Context: an optimization exercise on an open-source flow, tuned for small area and a short achievable clock period. The choices shown serve that exercise and are no tape-out recipe. RTL that was checked went through simulation tests only; none was proved equivalent to the original. Only the layout flow was run in run 4; the RTL was not checked for function there. Power is estimated from default activity; no workload was simulated.

`design/flow/design.v`:
```
package fpalu_pkg;
	typedef logic [5:0] exp_t;	 
	typedef logic [21:0] man_t;	 
	typedef logic [4:0] hexp_t;	 
	typedef logic [22:0] sum_t;
	typedef logic [4:0] shamt_t;
	typedef enum logic {
		OP_ADD = 1'b0,	 
		OP_MUL = 1'b1	 
	} fpalu_op_t;
	localparam int AL_EXP_BIAS = 31;	 
	localparam int ML_EXP_BIAS = 15;	 
	localparam int ML_MAN_BITS = 11;	 
	localparam int PP_BITS = 12;	 
endpackage
module exp_lt (
	input  logic [5:0] a,
	input  logic [5:0] b,
	output logic       lt	 
);
	logic [5:0] g, e;
	logic       lt1, lt0, eq1, eq0;
	always_comb begin
		g = ~a & b;	 
		e = ~(a ^ b);
		lt1 = g[5] | (e[5] & g[4]) | (e[5] & e[4] & g[3]);
		eq1 = e[5] & e[4] & e[3];
		lt0 = g[2] | (e[2] & g[1]) | (e[2] & e[1] & g[0]);
		lt = lt1 | (eq1 & lt0);
	end
endmodule
module operand_align (
	input  logic [21:0] man,
	input  logic [5:0]  d,
	output logic [21:0] sh
);
	always_comb begin
		sh = man;
		if (d[0]) sh = sh >> 1;
		if (d[1]) sh = sh >> 2;
		if (d[2]) sh = sh >> 4;
		if (d[3]) sh = sh >> 8;
		if (d[4]) sh = sh >> 16;
		if (d[5]) sh = '0;
	end
endmodule
module booth_enc (
	input  logic [10:0] y,
	output logic [5:0]  one,	 
	output logic [5:0]  two,	 
	output logic [5:0]  neg	 
);
	logic [12:0] yz;	 
	always_comb begin
		yz = {1'b0, y, 1'b0};
		for (int k = 0; k < 6; k++) begin
			logic [2:0] g;
			g = yz[2*k +: 3];
			one[k] = g[0] ^ g[1];
			two[k] = (g == 3'b011) || (g == 3'b100);
			neg[k] = g[2] & ~(g[1] & g[0]);	 
		end
	end
endmodule
module booth_mul (
	input  logic [10:0] m,	 
	input  logic [5:0]  one,
	input  logic [5:0]  two,
	input  logic [5:0]  neg,
	output logic [22:0] row_s,
	output logic [22:0] row_c
);
	localparam logic [7:0] K_HI = 8'hD5;
	logic [5:0][11:0]  e;	 
	logic [5:0][22:0]  r;
	always_comb begin
		for (int k = 0; k < 6; k++)
			e[k] = (({12{one[k]}} & {1'b0, m}) | ({12{two[k]}} & {m, 1'b0})) ^ {12{neg[k]}};
		r[0] = {K_HI, ~neg[0], neg[0], neg[0], e[0]};
		for (int k = 1; k < 5; k++)
			r[k] = 23'({~neg[k], e[k], 1'b0, neg[k-1]}) << (2 * k - 2);
		r[5] = 23'({e[5], 1'b0, neg[4]}) << 8;	 
	end
	function automatic logic [45:0] csa(input logic [22:0] a, input logic [22:0] b, input logic [22:0] c);
		logic [22:0] s, cy;
		s = a ^ b ^ c;
		cy = (a & b) | (a & c) | (b & c);
		csa = {s, cy[21:0], 1'b0};
	endfunction
	logic [22:0] s1a, c1a, s1b, c1b, s2, c2;
	always_comb begin
		{s1a, c1a} = csa(r[0], r[1], r[2]);
		{s1b, c1b} = csa(r[3], r[4], r[5]);
		{s2, c2} = csa(s1a, c1a, s1b);
		{row_s, row_c} = csa(s2, c2, c1b);
	end
endmodule
module lzc23 (
	input  logic [22:0] w,
	output logic [4:0]  n
);
	always_comb begin
		n = 5'd23;
		for (int k = 0; k < 23; k++)
			if (w[k])
				n = 5'(22 - k);
	end
endmodule
module sum_normalize (
	input  logic [22:0] w,
	input  logic [4:0]  z,
	output logic [21:0] man
);
	logic [22:0] sh;
	always_comb begin
		sh = w;
		if (z[4]) sh = sh << 16;
		if (z[3]) sh = sh << 8;
		if (z[2]) sh = sh << 4;
		if (z[1]) sh = sh << 2;
		if (z[0]) sh = sh << 1;
		man = sh[22:1];
	end
endmodule
module fpalu_top (
	input  logic                 clk,
	input  logic                 rst,
	input  logic                 in_valid,
	input  fpalu_pkg::fpalu_op_t op,
	input  logic                 a_sgn,
	input  fpalu_pkg::exp_t      a_exp,
	input  fpalu_pkg::man_t      a_man,
	input  logic                 b_sgn,
	input  fpalu_pkg::exp_t      b_exp,
	input  fpalu_pkg::man_t      b_man,
	output logic                 out_valid,
	output logic                 y_sgn,
	output fpalu_pkg::exp_t      y_exp,
	output fpalu_pkg::man_t      y_man
);
	logic        a_lt_b, lt, mul;
	logic [5:0]  dab, dba;
	logic        nz_a, nz_b;
	logic [10:0] sb;
	logic [5:0]  one, two, neg;
	exp_lt u_lt (
		.a (a_exp),
		.b (b_exp),
		.lt(a_lt_b)
	);
	always_comb begin
		mul = (op == fpalu_pkg::OP_MUL);
		lt = a_lt_b & ~mul;
		dab = a_exp - b_exp;
		dba = b_exp - a_exp;
		nz_a = (a_exp[4:0] != '0);
		nz_b = (b_exp[4:0] != '0);
		sb = {nz_b, b_man[9:0]};
	end
	booth_enc u_enc (
		.y  (sb),
		.one(one),
		.two(two),
		.neg(neg)
	);
	logic        v1, mul1, sl1, sr1;
	logic [5:0]  el1, d1;
	logic [21:0] ml1, mr1;
	always_ff @(posedge clk) begin
		v1 <= in_valid & ~rst;
		mul1 <= mul;
		sl1 <= lt ? b_sgn : a_sgn;
		sr1 <= lt ? a_sgn : b_sgn;
		el1 <= lt ? b_exp : a_exp;
		if (mul) begin
			ml1 <= {10'b0, nz_b, nz_a, a_man[9:0]};
			mr1 <= {4'b0, neg, two, one};
			d1 <= 6'({1'b0, a_exp[4:0]} + {1'b0, b_exp[4:0]} + 6'd3);
		end else begin
			ml1 <= lt ? b_man : a_man;
			mr1 <= lt ? a_man : b_man;
			d1 <= a_lt_b ? dba : dab;
		end
	end
	logic [21:0] rsh;
	logic        lz, sub;
	logic [22:0] prod_s, prod_c;
	logic        pz, nz_r;
	logic [5:0]  pexp;
	operand_align u_align (
		.man(mr1),
		.d  (d1),
		.sh (rsh)
	);
	booth_mul u_mul (
		.m    (ml1[10:0]),
		.one  (mr1[5:0]),
		.two  (mr1[11:6]),
		.neg  (mr1[17:12]),
		.row_s(prod_s),
		.row_c(prod_c)
	);
	always_comb begin
		lz = (ml1 == '0);
		sub = sl1 ^ sr1;
		nz_r = ml1[11];
		pz = (ml1[10:0] == '0) || (mr1[11:0] == '0);	 
		pexp = d1 + (pz ? 6'd0 : 6'(!ml1[10]) + 6'(!nz_r));
	end
	logic        v2, sg2, byp2, ci2;
	logic [5:0]  e2;
	logic [22:0] x2, y2;
	always_ff @(posedge clk) begin
		v2 <= v1 & ~rst;
		if (mul1) begin
			x2 <= prod_s;
			y2 <= prod_c;
			ci2 <= 1'b0;
			e2 <= pexp;
			sg2 <= sub;
			byp2 <= 1'b0;
		end else if (lz) begin
			x2 <= {mr1, 1'b0};
			y2 <= '0;
			ci2 <= 1'b0;
			e2 <= el1 - d1;	 
			sg2 <= sr1;
			byp2 <= 1'b1;
		end else begin
			x2 <= {1'b0, ml1};
			y2 <= {1'b0, rsh} ^ {23{sub}};
			ci2 <= sub;
			e2 <= el1 + 6'd1;
			sg2 <= sl1;
			byp2 <= 1'b0;
		end
	end
	logic [23:0] sum;
	always_comb sum = {x2, ci2} + {y2, ci2};	 
	logic        v3, sg3, byp3;
	logic [5:0]  e3;
	logic [22:0] w3;
	always_ff @(posedge clk) begin
		v3 <= v2 & ~rst;
		w3 <= sum[23:1];
		e3 <= e2;
		sg3 <= sg2;
		byp3 <= byp2;
	end
	logic [4:0]  n, z;
	logic [21:0] nman;
	lzc23 u_lzc (
		.w(w3),
		.n(n)
	);
	always_comb z = byp3 ? 5'd0 : n;	 
	sum_normalize u_norm (
		.w  (w3),
		.z  (z),
		.man(nman)
	);
	always_ff @(posedge clk) begin
		out_valid <= v3 & ~rst;
		y_sgn <= sg3;
		y_exp <= e3 - 6'(z);
		y_man <= nman;
	end
endmodule
```
`design/flow/flow/run.sh`:
```
#!/bin/bash
# Standard layout, with the port buffers made from plain buffers instead of
# the delay cells buffer_ports picks by default.
set -euo pipefail
cd "$(dirname "$0")/.."
bash standard.sh synth > synth.log 2>&1
bash standard.sh "BUFFER_PORTS_ARGS=-buffer_cell sky130_fd_sc_hd__buf_2" finish > layout.log 2>&1
```
`design/flow/standard.sh`:
```
#!/bin/bash
# synth_recipe.tcl (not shown) runs the flow's synth.tcl, then flattens the netlist and writes it again
# the make line also repeats each setting of config.mk as NAME=value (left out here)
make -C /OpenROAD-flow-scripts/flow DESIGN_CONFIG=/design/flow/config.mk WORK_HOME=/design/flow/orfs CLKGATE_MAP_FILE= SYNTH_SCRIPT=/design/flow/synth_recipe.tcl "${@:-finish}"
```
`design/flow/config.mk`:
```
export PLATFORM = sky130hd
export DESIGN_NAME = fpalu_top
export DESIGN_NICKNAME = fpalu_top
export VERILOG_FILES = /design/flow/design.v
export SDC_FILE = /design/flow/constraint.sdc
export NUM_CORES = 4
export LEC_CHECK = 0
export CAP_MARGIN = 20
export CORE_MARGIN = 2
export CORE_UTILIZATION = 40
export SETUP_SLACK_MARGIN = 2.5
export SLEW_MARGIN = 20
```
`design/flow/constraint.sdc`:
```
create_clock -name core_clock -period 5.5 [get_ports {clk}]
set_input_delay 1.1000 -clock core_clock [delete_from_list [all_inputs] [get_ports {clk}]]
set_output_delay 1.1000 -clock core_clock [all_outputs]
set_load 0.01 [all_outputs]
```
==> implementation parameters, run 1 <==
Parameter                              Value

Synth
  Synth Cell Area ... ~13000 sq um
  Cell type contributing the most total cell area after synthesis ... dfxtp_1
  Area fraction of the dominant cell type after synthesis ... 27.81%
  Mean cell area of the mapped netlist ... 9.016 sq um
  Syn. warnings ... 7
  Async set or reset register ratio after synthesis ... 0%
  Number of instances in the synthesized netlist ... approximately 1400
  Net Count, Synth ... between 1500 and 2000
  Synth Flop Type ... dfxtp_1
  Number of distinct library cells after synthesis ... 75
  Share of synthesized area occupied by flip-flops and latches ... between 20% and 30%
  Synth area leaders ... dfxtp_1 (28%), ha_1 (7.9%), fa_1 (7.8%)
  EDFF count, synth ... 0
  Total of flip-flops plus latches after synthesis ... between 150 and 200

Pwr
  Maximum resistive drop on vdd ... roughly 0.25 mV
  Overall power after layout ... between 7000 and 8000 uW
  Leak ... 0.006266 uW
  PD cells ... between 500 and 600 nW/um^2

GRT
  GRT overflow ... 0
  Initial antenna violation count ... 0
  Largest net degree at the start of global routing ... 84
  Gr usage total ... approximately 20%
  Number of global-route vias before repair ... approximately 10000
  First-pass GRT wire length ... approximately 54000 um

Route
  Detailed Route Iter0 Violations ... ~830
  Total wirelength of the detailed-routed design ... roughly 33000 um
  DRC violations left ... 0
  First-pass iteration count of the detailed router ... 6
  Average vias per placed instance ... roughly 5.6
  Number of antenna-violating nets in the routed design ... 0
  Post-detailed-route wirelength per cell ... ~18 um
  Total number of vias ... approximately 10000

Final layout
  Post-layout nets ... ~1700
  Number of inserted diodes ... 0
  Share of post-route cells with drive strength above 1 ... about 18%
  Post-layout util ... roughly 46%
  Signed area change from the synthesized netlist to the final layout ... 12.19%
  Post-route insts no fill ... about 1900
  Design Area, Final ... approximately 14000 sq um

STA
  Skew final ... 0.01005 ns
  Share of the cycle needed by the critical path after routing ... approximately 53%
  Top achievable clock speed ... 0.3429 GHz
  Max-slew violation count ... 0
  Setup TNS ... 0 ns
  Count of final setup violators ... 0
  Final hold violation count ... 0
  Minimum period implied by the final worst setup slack ... between 2 and 3 ns
  Worst slew slack as a fraction of its limit ... 45.84%
  Unrepaired setup endpoints after global routing ... yes
  Slew @ Worst Pin ... approximately 0.8 ns

Clocking
  Cts bufs inserted ... 17
  Clock tree from TritonCTS ... yes
  CTS Root Cell ... clkbuf_16
  Number of hold-repair buffers added at the cts stage ... 0
  CTS sink count ... roughly 180
  Longest Clk Path Bufs ... 2
  Max H-tree Level ... 4
  Later-pin clock latency in the skew report ... roughly 0.44 ns
  CTS clk-pin slew, worst paths ... approximately 0.080 ns

Floorplanning
  Core region area ... approximately 32000 sq um
  Site Rows ... 65
  Die width ... roughly 180 um
  Count of boundary I/O pins ... 92
  Effective utilization at floorplan ... 40.60%
  Die footprint ... 33480 sq um
  Overall die height ... between 150 and 200 um

Worst hold path
  Path class of the lowest-slack min-delay path ... register to register

Critical path
  Crit path launch type ... register
  Critical path arrival ... about 3.2 ns
  Crit-path max FO ... 10
  CP max stage cell ... fa_1
  Delay-heaviest family, CP ... adder cells
  Library cell appearing most often on the critical path ... fa_1
  Number of buffer and inverter instances along the worst setup path ... 2
  Critical Setup Path Class ... register to register
  Worst setup EP type ... register
  Worst EP required ... ~5.8 ns
  CP peak stage delay ... ~0.57 ns
  Critical-path cell list ... inv_2 > xnor2_1 > fa_1 > fa_1 > inv_1 > fa_1 > nand2_1 > o21ai_0

Placed design
  Final weighted congestion in routability-driven placement ... ~0.93
  Placed Cells ... ~1800
  Placed inst area ... about 13000 sq um
  HPWL reported at the end of detailed placement ... between 20000 and 25000 um
  Quantity of I/O buffers inserted on ports ... 91

Outcome
  Run status ... timing/DRC/antenna clean

Job
  Max-cap violations ... 0
layout by cell type (no fill, tap or decap), types with 5 or more instances in the layout:
master / netlist / final
a21oi_1: 70 / 70
clkinv_8: 0 / 5
clkbuf_16: 0 / 17
dfxtp_4: 0 / 23
dfxtp_2: 0 / 6
a21o_1: 20 / 20
o21ai_1: 11 / 12
buf_4: 7 / 22
and3_1: 6 / 6
nand2b_1: 8 / 8
nor2b_1: 14 / 14
o21ai_0: 86 / 85
a211oi_1: 20 / 20
xnor2_1: 91 / 89
o22ai_1: 10 / 10
xor2_1: 27 / 27
o21bai_1: 5 / 5
mux2i_1: 90 / 90
a32o_1: 5 / 5
inv_1: 99 / 99
nor3_1: 19 / 17
a22oi_1: 62 / 60
mux4_2: 19 / 19
nor4_1: 9 / 6
a31oi_1: 6 / 6
ha_1: 81 / 77
fa_1: 50 / 50
nand2_1: 124 / 124
nand4_1: 7 / 7
buf_2: 17 / 91
mux2_2: 21 / 20
or3_1: 13 / 13
nand3_1: 15 / 14
and2_1: 9 / 9
dfxtp_1: 178 / 149
nor2_1: 82 / 80
o211ai_1: 6 / 6
stage by stage:
step | worst slack [ns] | hold WS, ns
2_1_floorplan | 2.444 | 0.3096
3_3_place_gp | 1.864 | 0.3134
3_5_place_dp | 1.840 | 0.3132
4_1_cts | 2.339 | 0.3247
5_1_grt | 2.448 | 0.3352
6_report | 2.584 | 0.3248
synthesized netlist by cell type, types with 4 or more instances:
master / number
nand2b_1: 8
o21ai_0: 86
buf_6: 7
o211ai_1: 6
inv_2: 5
a21oi_1: 70
buf_2: 17
nor2b_1: 14
a22oi_1: 62
o21bai_1: 5
mux2i_1: 90
a21oi_2: 5
a31oi_1: 6
buf_1: 7
nand2_1: 124
o22ai_1: 10
nor2_1: 82
a22o_1: 4
or3_1: 13
inv_1: 99
a21o_1: 20
fa_1: 50
o21ai_1: 11
xnor2_1: 91
dfxtp_1: 178
a32o_1: 5
mux2_2: 21
and3_1: 6
a211oi_1: 20
nand3_1: 15
nand4_1: 7
nor3_1: 19
mux4_2: 19
and2_1: 9
buf_4: 7
nor4_1: 9
ha_1: 81
xor2_1: 27
clkbuf_1: 54
sequential cells by signal (all words and copies together) (netlist names), 6 cells and up:
signal and cells:
e3 6, w3 23, mr1 22, el1 6, y_man 22, x2 23, y2 23, e2 6
y_exp 6, d1 6, ml1 22
final cells by class:
class / count / area, sq um
Multi-Input combinational cell: 1045 / 8538
Timing Repair Buffer: 116 / 661.9
Sequential cell: 178 / 3657
Clock buffer: 17 / 425.4
Fill cell: 3091 / 17180
Tap cell: 402 / 503.0
Clock inverter: 15 / 182.7
Inverter: 106 / 405.4
cell families after synthesis:
family	count (synthesis)	share of synthesized area, %
mux	130	12.22
simple gates	318	11.61
buf+inv	198	6.602
fa+ha+maj	131	15.72
flops	178	27.81
xor+xnor	118	8.066
compound gates	348	17.97
power by group:
part	switching [uW]	leakage (uW)	internal, uW	total [uW]
sequential	446	0.00151	1760	2210
clock	593	0.000291	618	1210
combinational	2290	0.00447	1880	4170
total	3330	0.00627	4260	7590
worst paths after layout:
kind / slack (ns) / endpoint / startpoint / cells past startpoint
worst max-delay path: 2.58 / x2[12] / mr1[15] / 8
worst min register to register: 0.32 / sg3 / sg2 / 0
worst max register to register: 2.58 / x2[12] / mr1[15] / 8
worst min-delay path: 0.32 / sg3 / sg2 / 0
metal layers:
layer	GRT usage, %	vias up	wire [um]
li1	-	5056	-
met1	27.08	4975	14970
met2	31.67	358	15350
met3	4.031	70	2031
met4	7.584	0	1054
met5	0	-	0
repair_timing:
action | CTS | global route
setup endpoints to repair | 44 | 20
buffers inserted | 3 | 11
pin swaps | 1 | 4
gates resized for setup | 35 | 42
==> inputs of run 2 (changes only) <==
--- a/design/flow/config.mk
+++ b/design/flow/config.mk
@@ -9,4 +9,4 @@
 export CORE_MARGIN = 2
 export CORE_UTILIZATION = 40
-export SETUP_SLACK_MARGIN = 2.5
+export SETUP_SLACK_MARGIN = 2.9
 export SLEW_MARGIN = 20
==> run 2 against run 1 <==
Against the previous run:
- non-clock buffer count rose by 72
- maximum frequency grew 6.5%
- first-iteration DRC count is 14% higher
- total power rose by 5.8%
- critical path type unchanged
- largest cell class unchanged
- largest power group unchanged
==> implementation parameters, run 2 <==
Parameter                              Value

Final layout
  Largest registers ... w3 (23), x2 (23), y2 (23)
  Post-route insts no fill ... 1955 (+4.0%)
  Share of post-route cells with drive strength above 1 ... 27.69% (+9.7 points)
  Most frequent standard cell in the layout excluding fill and tap cells ... dfxtp_1
  Post-layout nets ... 1733 (+4.6%)
  Number of inserted diodes ... 0 (unchanged)
  Signed area change from the synthesized netlist to the final layout ... 21.75%
  Commonest non-fill, non-tap cells in the layout ... dfxtp_1 (142), nand2_1 (122), inv_1 (90), mux2i_1 (90), buf_2 (89)
  Filler instances ... 2933 (-5.1%)

GRT
  Largest net degree at the start of global routing ... 84 (unchanged)
  Initial antenna violation count ... 0 (unchanged)
  Met2 track demand over resource ... 36.08% (+4.4 points)
  GRT met3 Usage ... 3.892% (-0.14 points)
  Number of global-route vias before repair ... 10657 (+6.0%)
  Grt met1 use ... 29.19% (+2.1 points)
  First-pass GRT wire length ... 57770 um (+7.5%)
  Gr usage total ... 21.89% (+1.8 points)
  GRT overflow ... 0 (unchanged)
  Gr busiest metal ... met2

Critical path
  Worst EP required ... 5.86 ns (+0.11 ns)
  Critical Setup Path Class ... register to register
  Crit path launch type ... register
  Crit-path max FO ... 6 (-4)
  Worst R2R Start ... mr1[8]
  Critical path arrival ... 3.09 ns (-0.07 ns)
  Worst setup EP type ... register
  Launching instance or port of the critical path ... mr1[8]

STA
  Minimum period implied by the final worst setup slack ... 2.739 ns (-0.1772 ns)
  Top achievable clock speed ... 0.3651 GHz (+6.5%)
  Max-slew violation count ... 0 (unchanged)
  Final hold violation count ... 0 (unchanged)
  Slew @ Worst Pin ... 0.8877 ns (+0.07530 ns)
  Worst slew slack as a fraction of its limit ... 40.82% (-5.0 points)
  Skew final ... 0.01847 ns (+0.008418 ns)
  Share of the cycle needed by the critical path after routing ... 49.79% (-3.2 points)
  Setup TNS ... 0 ns (unchanged)
  Fin Hold WS ... 0.3171 ns (-0.007650 ns)
  Count of final setup violators ... 0 (unchanged)
  Unrepaired setup endpoints after global routing ... yes

Floorplanning
  Core region area ... 31560 sq um (unchanged)
  Site Rows ... 65 (unchanged)
  Effective utilization at floorplan ... 40.60% (unchanged)
  Count of boundary I/O pins ... 92 (unchanged)
  Die width ... 183.0 um (unchanged)
  Die footprint ... 33480 sq um (unchanged)
  Overall die height ... 183.0 um (unchanged)

Pwr
  Overall power after layout ... 8028 uW (+5.8%)
  Leak ... 0.006754 uW (+7.8%)
  Comb power frac ... 57.4% (+2.5 points)
  Switching power as a share of total power ... 43.50% (-0.38 points)
  Power share of the clock group ... 15.4% (-0.6 points)
  Internal power contribution ... 4536 uW (+6.5%)
  Maximum resistive drop on vdd ... 0.3156 mV (+24%)
  PD cells ... 514.7 nW/um^2 (-2.5%)
  Part of the total power dissipated in sequential elements ... 27.2% (-1.9 points)
  Reported net switching power ... 3493 uW (+4.9%)

Clocking
  Cts bufs inserted ... 17 (unchanged)
  Longest Clk Path Bufs ... 2 (unchanged)
  Clock tree from TritonCTS ... yes
  Max H-tree Level ... 4 (unchanged)
  CTS clk-pin slew, worst paths ... 0.08 ns (about the same)
  CTS sink count ... 178 (unchanged)
  Later-pin clock latency in the skew report ... 0.45 ns (about the same)
  CTS Root Cell ... clkbuf_16

Synth
  Syn. warnings ... 7 (unchanged)
  Number of instances in the synthesized netlist ... 1421 (unchanged)
  Synth Cell Area ... 12810 sq um (unchanged)
  Top cell types by occurrence after synthesis ... dfxtp_1 (178), nand2_1 (124), inv_1 (99), xnor2_1 (91), mux2i_1 (90)
  Area fraction of the dominant cell type after synthesis ... 27.81% (unchanged)
  Synth Flop Type ... dfxtp_1
  Async set or reset register ratio after synthesis ... 0% (unchanged)
  Most used standard cell by instance count after synthesis ... dfxtp_1
  EDFF count, synth ... 0 (unchanged)
  Cell type contributing the most total cell area after synthesis ... dfxtp_1
  Synth area leaders ... dfxtp_1 (28%), ha_1 (7.9%), fa_1 (7.8%)
  Mean cell area of the mapped netlist ... 9.016 sq um (unchanged)
  Number of distinct library cells after synthesis ... 75 (unchanged)
  Total of flip-flops plus latches after synthesis ... 178 (unchanged)
  Share of synthesized area occupied by flip-flops and latches ... 27.81% (unchanged)
  Net Count, Synth ... 1614 (unchanged)

Job
  Max-cap violations ... 0 (unchanged)

Outcome
  Run status ... timing/DRC/antenna clean

Placed design
  HPWL reported at the end of detailed placement ... 24830 um (+0.20%)
  Final weighted congestion in routability-driven placement ... 0.9086 (-1.9%)
  Placed Cells ... 1833 (unchanged)
  Quantity of I/O buffers inserted on ports ... 91 (unchanged)

Worst hold path
  Path class of the lowest-slack min-delay path ... register to register
  Hold wc startpoint ... e2[1]

Route
  Number of antenna-violating nets in the routed design ... 0 (unchanged)
  Detailed Route Iter0 Violations ... 943 (+14%)
  Total wirelength of the detailed-routed design ... 36890 um (+10%)
  DRC violations left ... 0 (unchanged)
  Total number of vias ... 10921 (+4.4%)
  First-pass iteration count of the detailed router ... 7 (+1)
  Post-detailed-route wirelength per cell ... 18.87 um (+6.1%)
  Average vias per placed instance ... 5.586 (+0.36%)
==> run 2: final cells by class <==
cell class / instances / area, sq um / share of cell area [%]
Sequential cell: 178 / 3676 / 23.57
Clock buffer: 18 / 429.2 / 2.751
Timing Repair inverter: 1 / 5.005 / 0.03208
Multi-Input combinational cell: 1048 / 9000 / 57.70
Timing Repair Buffer: 188 / 1396 / 8.952
Tap cell: 402 / 503.0 / 3.225
Inverter: 106 / 422.9 / 2.711
Clock inverter: 14 / 166.4 / 1.067
==> run 2: worst max-delay path: stages, from the launching register on <==
cell and delay, ns:
dfxtp_4 0.40, buf_6 0.13, a22oi_2 0.16, xnor2_1 0.12, fa_1 0.50, inv_2 0.04
fa_2 0.56, inv_2 0.04, fa_2 0.51, nand2_1 0.06, o21ai_2 0.12
==> run 2: power groups by stage <==
| stage | sequential, uW | clock [uW] | combinational, uW |
|---|---|---|---|
| floorplan | 2050 | 0 | 3170 |
| global placement | 2220 | 0 | 4050 |
| detailed placement | 2230 | 0 | 4080 |
| CTS | 2160 | 1260 | 4430 |
| global route | 2240 | 1320 | 5090 |
| finish | 2190 | 1240 | 4610 |
==> run 2: final timing paths <==
| path | to | slack (ns) | cells after the start |
|---|---|---|---|
| worst max-delay path | x2[14] | 2.76 | 10 |
| worst min register to register | e3[1] | 0.32 | 0 |
| worst min-delay path | e3[1] | 0.32 | 0 |
| worst max register to register | x2[14] | 2.76 | 10 |
==> run 2: kinds of logic after synthesis <==
logic type | count (synthesis) | synth area share (%)
compound gates | 348 | 17.97
xor+xnor | 118 | 8.066
fa+ha+maj | 131 | 15.72
buf+inv | 198 | 6.602
flops | 178 | 27.81
mux | 130 | 12.22
simple gates | 318 | 11.61
==> run 2: routing by layer <==
metal	routed length [um]	part of all wire (%)
met4	959	2.6
met1	16340	44
met3	2319	6.3
met5	0	0
met2	17270	47
==> run 2: repair_timing <==
action                     CTS  global route
setup buffers               68            16
pin swaps                   37            27
hold buffers                 0             0
cloned                       4             2
resized for setup          139            84
setup endpoints to repair  122            68
==> run 2: metrics by stage <==
step                instance area (sq um)  setup slack [ns]  utilization, %
floorplan                           13000             2.462               -
global placement                    13510             1.724           42.82
detailed placement                  13510             1.674           42.82
CTS                                 15160             2.787           48.03
global route                        15600             2.689           49.43
finish                              15600             2.761           49.43
==> inputs of run 3 (changes only) <==
--- a/design/flow/config.mk
+++ b/design/flow/config.mk
@@ -9,4 +9,4 @@
 export CORE_MARGIN = 2
 export CORE_UTILIZATION = 40
-export SETUP_SLACK_MARGIN = 2.9
+export SETUP_SLACK_MARGIN = 2.7
 export SLEW_MARGIN = 20
==> run 3 against run 2 <==
Against the previous run:
- via count is 2.2% lower
- total power is 3.4% lower
- critical path type unchanged
- count of clock-buffer cells in the layout shrank 1
- sequential share of layout area grew 0.88 points
- die area stayed put
- synthesized area unchanged
- synthesized cell count unchanged
- critical path depth decreased by 1
- flip-flop and latch count did not move
- design area down 3.6%
- combinational power decreased by 5.4%
==> implementation parameters, run 3 <==
Parameter                              Value

Outcome
  Run status ... timing/DRC/antenna clean

Critical path
  Worst EP required ... 5.79 ns (-0.07 ns)
  CP max stage cell ... fa_1
  Worst R2R Start ... ml1[5]
  Critical-path cell list ... buf_4 > a22oi_2 > xnor2_1 > fa_1 > fa_1 > inv_1 > fa_1 > nand2_1 > o21ai_2
  Launching instance or port of the critical path ... ml1[5]
  Worst setup EP type ... register
  CP peak stage delay ... 0.55 ns (about the same)
  Delay-heaviest family, CP ... adder cells
  Crit-path max FO ... 9 (+3)
  Critical Setup Path Class ... register to register
  Number of buffer and inverter instances along the worst setup path ... 2 (-1)
  Critical path arrival ... 3.05 ns (-0.04 ns)
  Library cell appearing most often on the critical path ... fa_1
  Crit path launch type ... register

STA
  Final hold violation count ... 0 (unchanged)
  Unrepaired setup endpoints after global routing ... yes
  Slew @ Worst Pin ... 0.8321 ns (-0.05557 ns)
  Share of the cycle needed by the critical path after routing ... 50.27% (+0.48 points)
  Minimum period implied by the final worst setup slack ... 2.765 ns (+0.02617 ns)
  Top achievable clock speed ... 0.3617 GHz (-0.95%)
  Skew final ... 0.01187 ns (-0.006602 ns)
  Setup TNS ... 0 ns (unchanged)
  Max-slew violation count ... 0 (unchanged)
  Worst slew slack as a fraction of its limit ... 44.53% (+3.7 points)
  Count of final setup violators ... 0 (unchanged)

Placed design
  HPWL reported at the end of detailed placement ... 24800 um (-0.14%)
  Placed Cells ... 1832 (-0.055%)
  Quantity of I/O buffers inserted on ports ... 91 (unchanged)
  Final weighted congestion in routability-driven placement ... 0.8951 (-1.5%)

Floorplanning
  Count of boundary I/O pins ... 92 (unchanged)
  Overall die height ... 183.0 um (unchanged)
  Die width ... 183.0 um (unchanged)
  Die footprint ... 33480 sq um (unchanged)
  Core region area ... 31560 sq um (unchanged)
  Effective utilization at floorplan ... 40.60% (unchanged)
  Site Rows ... 65 (unchanged)

Synth
  Number of distinct library cells after synthesis ... 75 (unchanged)
  Async set or reset register ratio after synthesis ... 0% (unchanged)
  Synth Flop Type ... dfxtp_1
  Share of synthesized area occupied by flip-flops and latches ... 27.81% (unchanged)
  Syn. warnings ... 7 (unchanged)
  Area fraction of the dominant cell type after synthesis ... 27.81% (unchanged)
  Most used standard cell by instance count after synthesis ... dfxtp_1
  Mean cell area of the mapped netlist ... 9.016 sq um (unchanged)
  Synth area leaders ... dfxtp_1 (28%), ha_1 (7.9%), fa_1 (7.8%)
  Synth Cell Area ... 12810 sq um (unchanged)
  Top cell types by occurrence after synthesis ... dfxtp_1 (178), nand2_1 (124), inv_1 (99), xnor2_1 (91), mux2i_1 (90)
  Cell type contributing the most total cell area after synthesis ... dfxtp_1
  Net Count, Synth ... 1614 (unchanged)
  Number of instances in the synthesized netlist ... 1421 (unchanged)
  EDFF count, synth ... 0 (unchanged)
  Total of flip-flops plus latches after synthesis ... 178 (unchanged)

Clocking
  CTS Root Cell ... clkbuf_16
  Clock tree from TritonCTS ... yes
  CTS clk-pin slew, worst paths ... 0.08 ns (about the same)
  Max H-tree Level ... 4 (unchanged)
  Number of hold-repair buffers added at the cts stage ... 0 (unchanged)
  CTS sink count ... 178 (unchanged)
  Later-pin clock latency in the skew report ... 0.44 ns (about the same)
  Longest Clk Path Bufs ... 2 (unchanged)
  Cts bufs inserted ... 17 (unchanged)

Pwr
  PD cells ... 516.2 nW/um^2 (+0.30%)
  Maximum resistive drop on vdd ... 0.3404 mV (+7.9%)
  Power share of the clock group ... 15.5% (about the same)
  Overall power after layout ... 7759 uW (-3.4%)
  Leak ... 0.006542 uW (-3.1%)
  Part of the total power dissipated in sequential elements ... 28.3% (+1.1 points)
  Switching power as a share of total power ... 43.88% (+0.37 points)
  Comb power frac ... 56.1% (-1.3 points)
  Reported net switching power ... 3404 uW (-2.5%)
  Internal power contribution ... 4354 uW (-4.0%)

Worst hold path
  Path class of the lowest-slack min-delay path ... register to register
  Hold wc startpoint ... sg2

Route
  Post-detailed-route wirelength per cell ... 18.17 um (-3.7%)
  Detailed Route Iter0 Violations ... 904 (-4.1%)
  First-pass iteration count of the detailed router ... 5 (-2)
  DRC violations left ... 0 (unchanged)
  Average vias per placed instance ... 5.547 (-0.71%)
  Number of antenna-violating nets in the routed design ... 0 (unchanged)
  Total number of vias ... 10683 (-2.2%)
  Total wirelength of the detailed-routed design ... 35000 um (-5.1%)

GRT
  Number of global-route vias before repair ... 10332 (-3.0%)
  Initial antenna violation count ... 0 (unchanged)
  Largest net degree at the start of global routing ... 84 (unchanged)
  First-pass GRT wire length ... 54900 um (-5.0%)
  GRT overflow ... 0 (unchanged)
  Gr usage total ... 20.60% (-1.3 points)

Final layout
  Commonest non-fill, non-tap cells in the layout ... dfxtp_1 (144), nand2_1 (124), inv_1 (95), mux2i_1 (89), buf_2 (89)
  Most frequent standard cell in the layout excluding fill and tap cells ... dfxtp_1
  Post-route insts no fill ... 1926 (-1.5%)
  Number of inserted diodes ... 0 (unchanged)
  Signed area change from the synthesized netlist to the final layout ... 17.30%
  Share of post-route cells with drive strength above 1 ... 22.70% (-5.0 points)
  Largest registers ... w3 (23), x2 (23), y2 (23)
  Post-layout nets ... 1704 (-1.7%)
  Post-layout util ... 47.63% (-1.8 points)

Job
  Max-cap violations ... 0 (unchanged)
[run 3: cell counts after synthesis]
No cell type changed its count.
[run 3: routing by layer]
metal,up-vias,GRT usage (%),part of all wire (%)
met5,-,0,0
met4,0,6.368,2.0
met3,57,3.614,5.9
met2,392,33.74,47
met1,5081,27.72,45
li1,5153,-,-
[run 3: kinds of logic after synthesis]
logic type | share of synthesized area [%]
and+or+nand+nor | 11.61
buffers and inverters | 6.602
adders and majority gates | 15.72
AOI/OAI and AO/OA | 17.97
muxes | 12.22
DFF | 27.81
xor gates and xnor gates | 8.066
[run 3: timing repair]
item,CTS,global route
gates resized for setup,84,49
endpoints found under the setup margin,93,21
setup buffers,16,43
gates cloned,0,3
pin swaps,8,13
[run 3: power by group through the flow]
stage               Sequential, uW  Combinational [uW]  Clock (uW)
finish                        2200                4360        1200
global route                  2240                4830        1290
CTS                           2200                4180        1230
detailed placement            2240                4090           0
global placement              2230                4050           0
floorplan                     2050                3160           0
[run 3: path summary, 6_finish.rpt]
path	cells past startpoint	slack (ns)	to
setup reg to reg	9	2.74	x2[11]
setup / recovery	9	2.74	x2[11]
hold / removal	0	0.32	sg3
hold reg to reg	0	0.32	sg3
[run 3: through the flow]
step | hold WS, ns | setup slack (ns) | cell area, sq um
floorplan | 0.3096 | 2.462 | 12900
global placement | 0.3136 | 1.746 | 13480
detailed placement | 0.3121 | 1.672 | 13480
CTS | 0.3252 | 2.597 | 14410
global route | 0.3310 | 2.583 | 15030
finish | 0.3222 | 2.735 | 15030
[run 3: area by class of cell]
| cell class | count | area [sq um] |
|---|---|---|
| repair buffers | 161 | 1107 |
| repair inverters | 1 | 5.005 |
| multi-input cells | 1046 | 8723 |
| inverters | 106 | 420.4 |
| well taps | 402 | 503.0 |
| clock inverters | 15 | 171.4 |
| fillers | 3000 | 16530 |
| flip-flops and latches | 178 | 3674 |
| clock buffers | 17 | 425.4 |
==> inputs of run 4 (changes only) <==
--- a/design/flow/design.v
+++ b/design/flow/design.v
@@ -71,28 +71,123 @@
 	output logic [22:0] row_c
 );
-	localparam logic [7:0] K_HI = 8'hD5;
-	logic [5:0][11:0]  e;	 
-	logic [5:0][22:0]  r;
-	always_comb begin
+	logic [5:0][11:0] e;	 
+	always_comb
 		for (int k = 0; k < 6; k++)
 			e[k] = (({12{one[k]}} & {1'b0, m}) | ({12{two[k]}} & {m, 1'b0})) ^ {12{neg[k]}};
-		r[0] = {K_HI, ~neg[0], neg[0], neg[0], e[0]};
-		for (int k = 1; k < 5; k++)
-			r[k] = 23'({~neg[k], e[k], 1'b0, neg[k-1]}) << (2 * k - 2);
-		r[5] = 23'({e[5], 1'b0, neg[4]}) << 8;	 
-	end
-	function automatic logic [45:0] csa(input logic [22:0] a, input logic [22:0] b, input logic [22:0] c);
-		logic [22:0] s, cy;
-		s = a ^ b ^ c;
-		cy = (a & b) | (a & c) | (b & c);
-		csa = {s, cy[21:0], 1'b0};
-	endfunction
-	logic [22:0] s1a, c1a, s1b, c1b, s2, c2;
-	always_comb begin
-		{s1a, c1a} = csa(r[0], r[1], r[2]);
-		{s1b, c1b} = csa(r[3], r[4], r[5]);
-		{s2, c2} = csa(s1a, c1a, s1b);
-		{row_s, row_c} = csa(s2, c2, c1b);
-	end
+	logic s1, c2, s3, c4, s5, c6, s7, c8, s9, c10, s11, c12, s13, c14, s15, c16, s17, c18, s19, c20, s21, c22, s23, c24, s25, c26, s27, c28, s29, c30, s31, c32, s33, c34, s35, c36, s37, c38, s39, c40, s41, c42, s43, c44, s45, c46, s47, c48, s49, c50, s51, c52, s53, c54, s55, c56, s57, c58, s59, c60, s61, c62, s63, c64, s65, c66, s67, c68, s69, c70, s71, c72, s73, c74, s75, c76, s77, c78, s79, c80, s81, c82, s83, c84, s85, c86, s87, c88, s89, c90, s91, c92, s93, c94, s95, c96, s97, c98, s99, c100, s101, c102, s103, c104, s105, c106, s107, c108, s109, c110, s111, c112;
+	assign s1 = e[0][6] ^ e[1][4];
+	assign c2 = e[0][6] & e[1][4];
+	assign s3 = e[0][7] ^ e[1][5];
+	assign c4 = e[0][7] & e[1][5];
+	assign s5 = e[0][8] ^ e[1][6] ^ e[2][4];
+	assign c6 = (e[0][8] & e[1][6]) | (e[0][8] & e[2][4]) | (e[1][6] & e[2][4]);
+	assign s7 = e[3][2] ^ e[4][0];
+	assign c8 = e[3][2] & e[4][0];
+	assign s9 = e[0][9] ^ e[1][7] ^ e[2][5];
+	assign c10 = (e[0][9] & e[1][7]) | (e[0][9] & e[2][5]) | (e[1][7] & e[2][5]);
+	assign s11 = e[3][3] ^ e[4][1];
+	assign c12 = e[3][3] & e[4][1];
+	assign s13 = e[0][10] ^ e[1][8] ^ e[2][6];
+	assign c14 = (e[0][10] & e[1][8]) | (e[0][10] & e[2][6]) | (e[1][8] & e[2][6]);
+	assign s15 = e[3][4] ^ e[4][2] ^ e[5][0];
+	assign c16 = (e[3][4] & e[4][2]) | (e[3][4] & e[5][0]) | (e[4][2] & e[5][0]);
+	assign s17 = e[0][11] ^ e[1][9] ^ e[2][7];
+	assign c18 = (e[0][11] & e[1][9]) | (e[0][11] & e[2][7]) | (e[1][9] & e[2][7]);
+	assign s19 = e[3][5] ^ e[4][3] ^ e[5][1];
+	assign c20 = (e[3][5] & e[4][3]) | (e[3][5] & e[5][1]) | (e[4][3] & e[5][1]);
+	assign s21 = e[1][10] ^ e[2][8] ^ e[3][6];
+	assign c22 = (e[1][10] & e[2][8]) | (e[1][10] & e[3][6]) | (e[2][8] & e[3][6]);
+	assign s23 = e[4][4] ^ e[5][2] ^ neg[0];
+	assign c24 = (e[4][4] & e[5][2]) | (e[4][4] & neg[0]) | (e[5][2] & neg[0]);
+	assign s25 = e[1][11] ^ e[2][9] ^ e[3][7];
+	assign c26 = (e[1][11] & e[2][9]) | (e[1][11] & e[3][7]) | (e[2][9] & e[3][7]);
+	assign s27 = e[4][5] ^ e[5][3] ^ neg[0];
+	assign c28 = (e[4][5] & e[5][3]) | (e[4][5] & neg[0]) | (e[5][3] & neg[0]);
+	assign s29 = e[2][10] ^ e[3][8] ^ e[4][6];
+	assign c30 = (e[2][10] & e[3][8]) | (e[2][10] & e[4][6]) | (e[3][8] & e[4][6]);
+	assign s31 = e[5][4] ^ ~neg[0] ^ ~neg[1];
+	assign c32 = (e[5][4] & ~neg[0]) | (e[5][4] & ~neg[1]) | (~neg[0] & ~neg[1]);
+	assign s33 = e[2][11] ^ e[3][9] ^ e[4][7];
+	assign c34 = (e[2][11] & e[3][9]) | (e[2][11] & e[4][7]) | (e[3][9] & e[4][7]);
+	assign s35 = e[5][5] ^ 1'b1;
+	assign c36 = e[5][5] & 1'b1;
+	assign s37 = e[3][10] ^ e[4][8] ^ e[5][6];
+	assign c38 = (e[3][10] & e[4][8]) | (e[3][10] & e[5][6]) | (e[4][8] & e[5][6]);
+	assign s39 = e[3][11] ^ e[4][9];
+	assign c40 = e[3][11] & e[4][9];
+	assign s41 = e[0][4] ^ e[1][2];
+	assign c42 = e[0][4] & e[1][2];
+	assign s43 = e[0][5] ^ e[1][3];
+	assign c44 = e[0][5] & e[1][3];
+	assign s45 = s1 ^ e[2][2] ^ e[3][0];
+	assign c46 = (s1 & e[2][2]) | (s1 & e[3][0]) | (e[2][2] & e[3][0]);
+	assign s47 = c2 ^ s3 ^ e[2][3];
+	assign c48 = (c2 & s3) | (c2 & e[2][3]) | (s3 & e[2][3]);
+	assign s49 = c4 ^ s5 ^ s7;
+	assign c50 = (c4 & s5) | (c4 & s7) | (s5 & s7);
+	assign s51 = c6 ^ c8 ^ s9;
+	assign c52 = (c6 & c8) | (c6 & s9) | (c8 & s9);
+	assign s53 = c10 ^ c12 ^ s13;
+	assign c54 = (c10 & c12) | (c10 & s13) | (c12 & s13);
+	assign s55 = c14 ^ c16 ^ s17;
+	assign c56 = (c14 & c16) | (c14 & s17) | (c16 & s17);
+	assign s57 = c18 ^ c20 ^ s21;
+	assign c58 = (c18 & c20) | (c18 & s21) | (c20 & s21);
+	assign s59 = c22 ^ c24 ^ s25;
+	assign c60 = (c22 & c24) | (c22 & s25) | (c24 & s25);
+	assign s61 = c26 ^ c28 ^ s29;
+	assign c62 = (c26 & c28) | (c26 & s29) | (c28 & s29);
+	assign s63 = c30 ^ c32 ^ s33;
+	assign c64 = (c30 & c32) | (c30 & s33) | (c32 & s33);
+	assign s65 = c34 ^ c36 ^ s37;
+	assign c66 = (c34 & c36) | (c34 & s37) | (c36 & s37);
+	assign s67 = c38 ^ s39 ^ e[5][7];
+	assign c68 = (c38 & s39) | (c38 & e[5][7]) | (s39 & e[5][7]);
+	assign s69 = c40 ^ e[4][10] ^ e[5][8];
+	assign c70 = (c40 & e[4][10]) | (c40 & e[5][8]) | (e[4][10] & e[5][8]);
+	assign s71 = e[4][11] ^ e[5][9];
+	assign c72 = e[4][11] & e[5][9];
+	assign s73 = e[0][2] ^ e[1][0];
+	assign c74 = e[0][2] & e[1][0];
+	assign s75 = e[0][3] ^ e[1][1];
+	assign c76 = e[0][3] & e[1][1];
+	assign s77 = s41 ^ e[2][0] ^ neg[2];
+	assign c78 = (s41 & e[2][0]) | (s41 & neg[2]) | (e[2][0] & neg[2]);
+	assign s79 = c42 ^ s43 ^ e[2][1];
+	assign c80 = (c42 & s43) | (c42 & e[2][1]) | (s43 & e[2][1]);
+	assign s81 = c44 ^ s45 ^ neg[3];
+	assign c82 = (c44 & s45) | (c44 & neg[3]) | (s45 & neg[3]);
+	assign s83 = c46 ^ s47 ^ e[3][1];
+	assign c84 = (c46 & s47) | (c46 & e[3][1]) | (s47 & e[3][1]);
+	assign s85 = c48 ^ s49 ^ neg[4];
+	assign c86 = (c48 & s49) | (c48 & neg[4]) | (s49 & neg[4]);
+	assign s87 = c50 ^ s51 ^ s11;
+	assign c88 = (c50 & s51) | (c50 & s11) | (s51 & s11);
+	assign s89 = c52 ^ s53 ^ s15;
+	assign c90 = (c52 & s53) | (c52 & s15) | (s53 & s15);
+	assign s91 = c54 ^ s55 ^ s19;
+	assign c92 = (c54 & s55) | (c54 & s19) | (s55 & s19);
+	assign s93 = c56 ^ s57 ^ s23;
+	assign c94 = (c56 & s57) | (c56 & s23) | (s57 & s23);
+	assign s95 = c58 ^ s59 ^ s27;
+	assign c96 = (c58 & s59) | (c58 & s27) | (s59 & s27);
+	assign s97 = c60 ^ s61 ^ s31;
+	assign c98 = (c60 & s61) | (c60 & s31) | (s61 & s31);
+	assign s99 = c62 ^ s63 ^ s35;
+	assign c100 = (c62 & s63) | (c62 & s35) | (s63 & s35);
+	assign s101 = c64 ^ s65 ^ ~neg[2];
+	assign c102 = (c64 & s65) | (c64 & ~neg[2]) | (s65 & ~neg[2]);
+	assign s103 = c66 ^ s67 ^ 1'b1;
+	assign c104 = (c66 & s67) | (c66 & 1'b1) | (s67 & 1'b1);
+	assign s105 = c68 ^ s69 ^ ~neg[3];
+	assign c106 = (c68 & s69) | (c68 & ~neg[3]) | (s69 & ~neg[3]);
+	assign s107 = c70 ^ s71 ^ 1'b1;
+	assign c108 = (c70 & s71) | (c70 & 1'b1) | (s71 & 1'b1);
+	assign s109 = c72 ^ e[5][10] ^ ~neg[4];
+	assign c110 = (c72 & e[5][10]) | (c72 & ~neg[4]) | (e[5][10] & ~neg[4]);
+	assign s111 = e[5][11] ^ 1'b1;
+	assign c112 = e[5][11] & 1'b1;
+	assign row_s = {c112, c110, c108, c106, c104, c102, c100, c98, c96, c94, c92, c90, c88, c86, c84, c82, c80, c78, c76, c74, s73, e[0][1], e[0][0]};
+	assign row_c = {1'b1, s111, s109, s107, s105, s103, s101, s99, s97, s95, s93, s91, s89, s87, s85, s83, s81, s79, s77, s75, neg[1], 1'b0, neg[0]};
 endmodule
 module lzc23 (
@@ -172,13 +267,12 @@
 		sl1 <= lt ? b_sgn : a_sgn;
 		sr1 <= lt ? a_sgn : b_sgn;
+		d1 <= a_lt_b ? dba : dab;
 		el1 <= lt ? b_exp : a_exp;
 		if (mul) begin
-			ml1 <= {10'b0, nz_b, nz_a, a_man[9:0]};
+			ml1 <= {6'({1'b0, a_exp[4:0]} + {1'b0, b_exp[4:0]} + 6'd3), 4'b0, nz_b, nz_a, a_man[9:0]};
 			mr1 <= {4'b0, neg, two, one};
-			d1 <= 6'({1'b0, a_exp[4:0]} + {1'b0, b_exp[4:0]} + 6'd3);
 		end else begin
 			ml1 <= lt ? b_man : a_man;
 			mr1 <= lt ? a_man : b_man;
-			d1 <= a_lt_b ? dba : dab;
 		end
 	end
@@ -202,9 +296,9 @@
 	);
 	always_comb begin
-		lz = (ml1 == '0);
+		lz = (ml1 == '0);	 
 		sub = sl1 ^ sr1;
 		nz_r = ml1[11];
 		pz = (ml1[10:0] == '0) || (mr1[11:0] == '0);	 
-		pexp = d1 + (pz ? 6'd0 : 6'(!ml1[10]) + 6'(!nz_r));
+		pexp = ml1[21:16] + (pz ? 6'd0 : 6'(!ml1[10]) + 6'(!nz_r));
 	end
 	logic        v2, sg2, byp2, ci2;
==> run 4 against run 3 <==
Against the previous run:
- flip-flop and latch count is the same
- sequential share of layout area rose by 0.40 points
- first-iteration DRC count is 3.7% higher
- global-route usage up 0.93 points
- hold slack better by 0.0068 ns
- clock power hardly changed
- maximum frequency fell by 2.2%
==> implementation parameters, run 4 <==
Parameter                              Value

STA
  Minimum period implied by the final worst setup slack ... 2.828 ns (+0.06326 ns)
  Share of the cycle needed by the critical path after routing ... 51.42% (+1.2 points)
  Final hold violation count ... 0 (unchanged)
  Worst slew slack as a fraction of its limit ... 44.70% (+0.18 points)
  Count of final setup violators ... 0 (unchanged)
  Slew @ Worst Pin ... 0.8085 ns (-0.02358 ns)
  Skew final ... 0.02110 ns (+0.009230 ns)
  Setup TNS ... 0 ns (unchanged)
  Unrepaired setup endpoints after global routing ... yes
  Top achievable clock speed ... 0.3536 GHz (-2.2%)
  Max-slew violation count ... 0 (unchanged)

Critical path
  Crit path launch type ... register
  Library cell appearing most often on the critical path ... fa_1
  CP max stage cell ... fa_1
  Delay-heaviest family, CP ... adder cells
  Worst R2R Start ... ml1[8]
  CP peak stage delay ... 0.53 ns (-0.02 ns)
  Critical Setup Path Class ... register to register
  Number of buffer and inverter instances along the worst setup path ... 3 (+1)
  Worst EP required ... 5.78 ns (about the same)
  Critical-path cell list ... buf_4 > a22oi_2 > xnor2_2 > fa_1 > inv_1 > fa_1 > inv_1 > fa_1 > o22ai_2
  Worst setup EP type ... register
  Critical path arrival ... 3.11 ns (+0.06 ns)
  Worst Reg2Reg Path Length in Cells ... 9 (unchanged)
  Worst R2R End ... y2[16]
  Crit-path max FO ... 6 (-3)
  Flop2flop setup slack ... 2.67 ns (-0.06 ns)

Synth
  Top cell types by occurrence after synthesis ... dfxtp_1 (178), nand2_1 (141), inv_1 (93), mux2i_1 (87), o21ai_0 (85)
  Async set or reset register ratio after synthesis ... 0% (unchanged)
  Net Count, Synth ... 1608 (-0.37%)
  EDFF count, synth ... 0 (unchanged)
  Total of flip-flops plus latches after synthesis ... 178 (unchanged)
  Share of synthesized area occupied by flip-flops and latches ... 28.15% (+0.34 points)
  Number of instances in the synthesized netlist ... 1421 (unchanged)
  Synth Flop Type ... dfxtp_1
  Number of distinct library cells after synthesis ... 66 (-12%)
  Most used standard cell by instance count after synthesis ... dfxtp_1
  Synth Cell Area ... 12660 sq um (-1.2%)
  Mean cell area of the mapped netlist ... 8.908 sq um (-1.2%)
  Area fraction of the dominant cell type after synthesis ... 28.15% (+0.34 points)
  Syn. warnings ... 7 (unchanged)
  Synth area leaders ... dfxtp_1 (28%), ha_1 (7.6%), fa_1 (7.6%)
  Cell type contributing the most total cell area after synthesis ... dfxtp_1

Clocking
  Cts bufs inserted ... 17 (unchanged)
  CTS sink count ... 178 (unchanged)
  CTS Root Cell ... clkbuf_16
  Max H-tree Level ... 4 (unchanged)
  Longest Clk Path Bufs ... 2 (unchanged)
  Later-pin clock latency in the skew report ... 0.44 ns (about the same)
  Number of hold-repair buffers added at the cts stage ... 0 (unchanged)
  Clock tree from TritonCTS ... yes
  CTS clk-pin slew, worst paths ... 0.09 ns (about the same)

Route
  Post-detailed-route wirelength per cell ... 18.94 um (+4.2%)
  Average vias per placed instance ... 5.643 (+1.7%)
  Total number of vias ... 10880 (+1.8%)
  Number of antenna-violating nets in the routed design ... 0 (unchanged)
  Total wirelength of the detailed-routed design ... 36520 um (+4.3%)
  First-pass iteration count of the detailed router ... 6 (+1)
  DRC violations left ... 0 (unchanged)
  Detailed Route Iter0 Violations ... 937 (+3.7%)

Placed design
  Quantity of I/O buffers inserted on ports ... 91 (unchanged)
  HPWL reported at the end of detailed placement ... 25320 um (+2.1%)
  Final weighted congestion in routability-driven placement ... 0.8684 (-3.0%)

Pwr
  Switching power as a share of total power ... 43.76% (-0.11 points)
  Maximum resistive drop on vdd ... 0.3123 mV (-8.3%)
  Part of the total power dissipated in sequential elements ... 29.4% (+1.1 points)
  PD cells ... 504.7 nW/um^2 (-2.2%)
  Power share of the clock group ... 16.5% (+1.0 points)
  Leak ... 0.006480 uW (-0.96%)
  Comb power frac ... 54.1% (-2.0 points)
  Internal power contribution ... 4199 uW (-3.6%)
  Overall power after layout ... 7467 uW (-3.8%)
  Reported net switching power ... 3268 uW (-4.0%)

Final layout
  Flip-flop and latch area ... 3676 sq um (about the same)
  Area occupied by multi-input gates ... 8598 sq um (-1.4%)
  Share of post-route cells with drive strength above 1 ... 22.61% (-0.095 points)
  Number of inserted diodes ... 0 (unchanged)
  Commonest non-fill, non-tap cells in the layout ... dfxtp_1 (142), nand2_1 (137), inv_1 (91), buf_2 (91), mux2i_1 (86)
  Signed area change from the synthesized netlist to the final layout ... 16.88%
  Most frequent standard cell in the layout excluding fill and tap cells ... dfxtp_1
  Post-layout nets ... 1700 (-0.23%)
  Filler instances ... 3041 (+1.4%)
  Largest registers ... w3 (23), x2 (23), y2 (23)

Worst hold path
  Hold Path Sink ... sg3
  Cells on Worst Hold Path ... 0 (unchanged)
  Hold wc startpoint ... sg2
  Path class of the lowest-slack min-delay path ... register to register

GRT
  Initial antenna violation count ... 0 (unchanged)
  GRT overflow ... 0 (unchanged)
  Gr usage total ... 21.53% (+0.93 points)
  First-pass GRT wire length ... 56750 um (+3.4%)
  Number of global-route vias before repair ... 10615 (+2.7%)
  Largest net degree at the start of global routing ... 73 (-13%)

Floorplanning
  Site Rows ... 65 (unchanged)
  Overall die height ... 181.9 um (-0.59%)
  Core region area ... 31390 sq um (-0.52%)
  Count of boundary I/O pins ... 92 (unchanged)
  Die width ... 181.9 um (-0.59%)
  Die footprint ... 33090 sq um (-1.2%)
  Effective utilization at floorplan ... 40.32% (-0.28 points)

Job
  Max-cap violations ... 0 (unchanged)

Outcome
  Run status ... timing/DRC/antenna clean
==> run 4: cell count changes in the layout (fill, tap and decap cells not counted), moves of 7 or more <==
cell / change
o21a_1: +7
a21oi_1: +7
o22ai_1: +7
xnor2_1: -14
nand2_1: +13
a211oi_1: -10
buf_6: +7
xor2_1: +17
buf_12: -8
o21bai_1: +7
==> run 4: worst register-to-register path, stage by stage (launching register included) <==
cell	delay, ns
dfxtp_4	0.40
buf_4	0.17
a22oi_2	0.18
xnor2_2	0.12
fa_1	0.53
inv_1	0.06
fa_1	0.53
inv_1	0.05
fa_1	0.52
o22ai_2	0.10
==> run 4: logic make-up (layout without fill, tap and decap cells) <==
group / Yosys count / after routing / synth area share (%)
AND/OR/NAND/NOR: 319 / 321 / 11.46
multiplexers: 130 / 130 / 12.40
flip-flops: 178 / 178 / 28.15
adder cells (fa/ha/maj): 125 / 125 / 15.20
buffers and inverters: 193 / 295 / 6.257
XOR/XNOR: 122 / 122 / 8.441
AO/OA/AOI/OAI: 354 / 355 / 18.10
==> run 4: final cells by class <==
type / instances / area share, %
clock buffers: 19 / 3.061
clock inverters: 13 / 0.9387
inverters: 99 / 2.579
multi-input cells: 1053 / 58.11
flip-flops and latches: 178 / 24.85
well taps: 402 / 3.400
repair buffers: 163 / 7.036
repair inverters: 1 / 0.02537
==> run 4: how the worst max path moves through the flow <==
stage              from     end  slack (ns)  cells past startpoint
3_3_place_gp   a_exp[1]  ml1[0]        1.75                      8
3_5_place_dp   a_exp[1]  ml1[0]        1.71                      8
4_1_cts          mr1[7]  y2[10]        2.52                      7
5_1_grt          ml1[8]  y2[16]        2.58                      9
2_1_floorplan  b_exp[1]  ml1[0]        2.53                      9
6_report         ml1[8]  y2[16]        2.67                      9
==> run 4: repair_timing <==
action / 4_1_cts / 5_1_grt
buffers inserted: 14 / 47
pin swaps: 4 / 29
cloned: 3 / 1
setup endpoints to repair: 98 / 35
gates resized for setup: 70 / 62
==> run 4: metrics by stage <==
stage,utilization [%],setup WS (ns),area (sq um),cells,hold slack (ns)
2_1_floorplan,-,2.528,12750,1421,0.3096
3_3_place_gp,42.42,1.746,13320,1831,0.3133
3_5_place_dp,42.42,1.712,13320,1831,0.3136
4_1_cts,45.17,2.519,14180,1880,0.3309
5_1_grt,47.13,2.582,14800,1928,0.3332
6_report,47.13,2.672,14800,1928,0.3289
==> run 4: power groups by stage <==
stage	clock, uW	combinational (uW)	sequential (uW)
floorplan	0	2910	2040
finish	1230	4040	2200
CTS	1250	3850	2200
global route	1310	4500	2250
global placement	0	3730	2230
detailed placement	0	3750	2230
==> run 4: routing by layer <==
metal	share of wire [%]	track usage (%)	vias to the layer above
met2	47	35.43	443
met1	44	28.35	5230
met4	2.4	7.581	0
met3	6.1	4.051	65
met5	0	0	-
li1	-	-	5142

## static timing again, ports no longer ideal
How much do the figures lean on ideal ports? The routed layouts below were timed once more, with nothing changed but the port constraints. Step 1 (the two cells are an assumption about what drives the block):
set clk [get_ports {clk}]
set_driving_cell -lib_cell sky130_fd_sc_hd__clkbuf_16 $clk
set_driving_cell -lib_cell sky130_fd_sc_hd__buf_2 [delete_from_list [all_inputs] $clk]
Step 2 times the ports against the registers' clock, not the clock port: input delays grow and output delays shrink by t, the midpoint of the rising clock arrivals with the driver on. Three values: no drivers, after step 1, after step 2; two values: the first two.
run	shift t [ns]	setup WS [ns]	hold WS [ns]
run 1	0.484	2.584 / 2.584 / 2.187	0.325 / 0.325 / 0.325
run 2	0.496	2.761 / 2.761 / 2.276	0.317 / 0.317 / 0.317
run 3	0.488	2.735 / 2.734 / 2.245	0.322 / 0.322 / 0.322
run 4	0.483	2.672 / 2.672 / 2.327	0.329 / 0.329 / 0.329
After both steps every run listed still meets setup and hold. The setup slack of run 3, which loses most, moves by -0.001 ns with the drivers and by -0.490 ns with both steps.
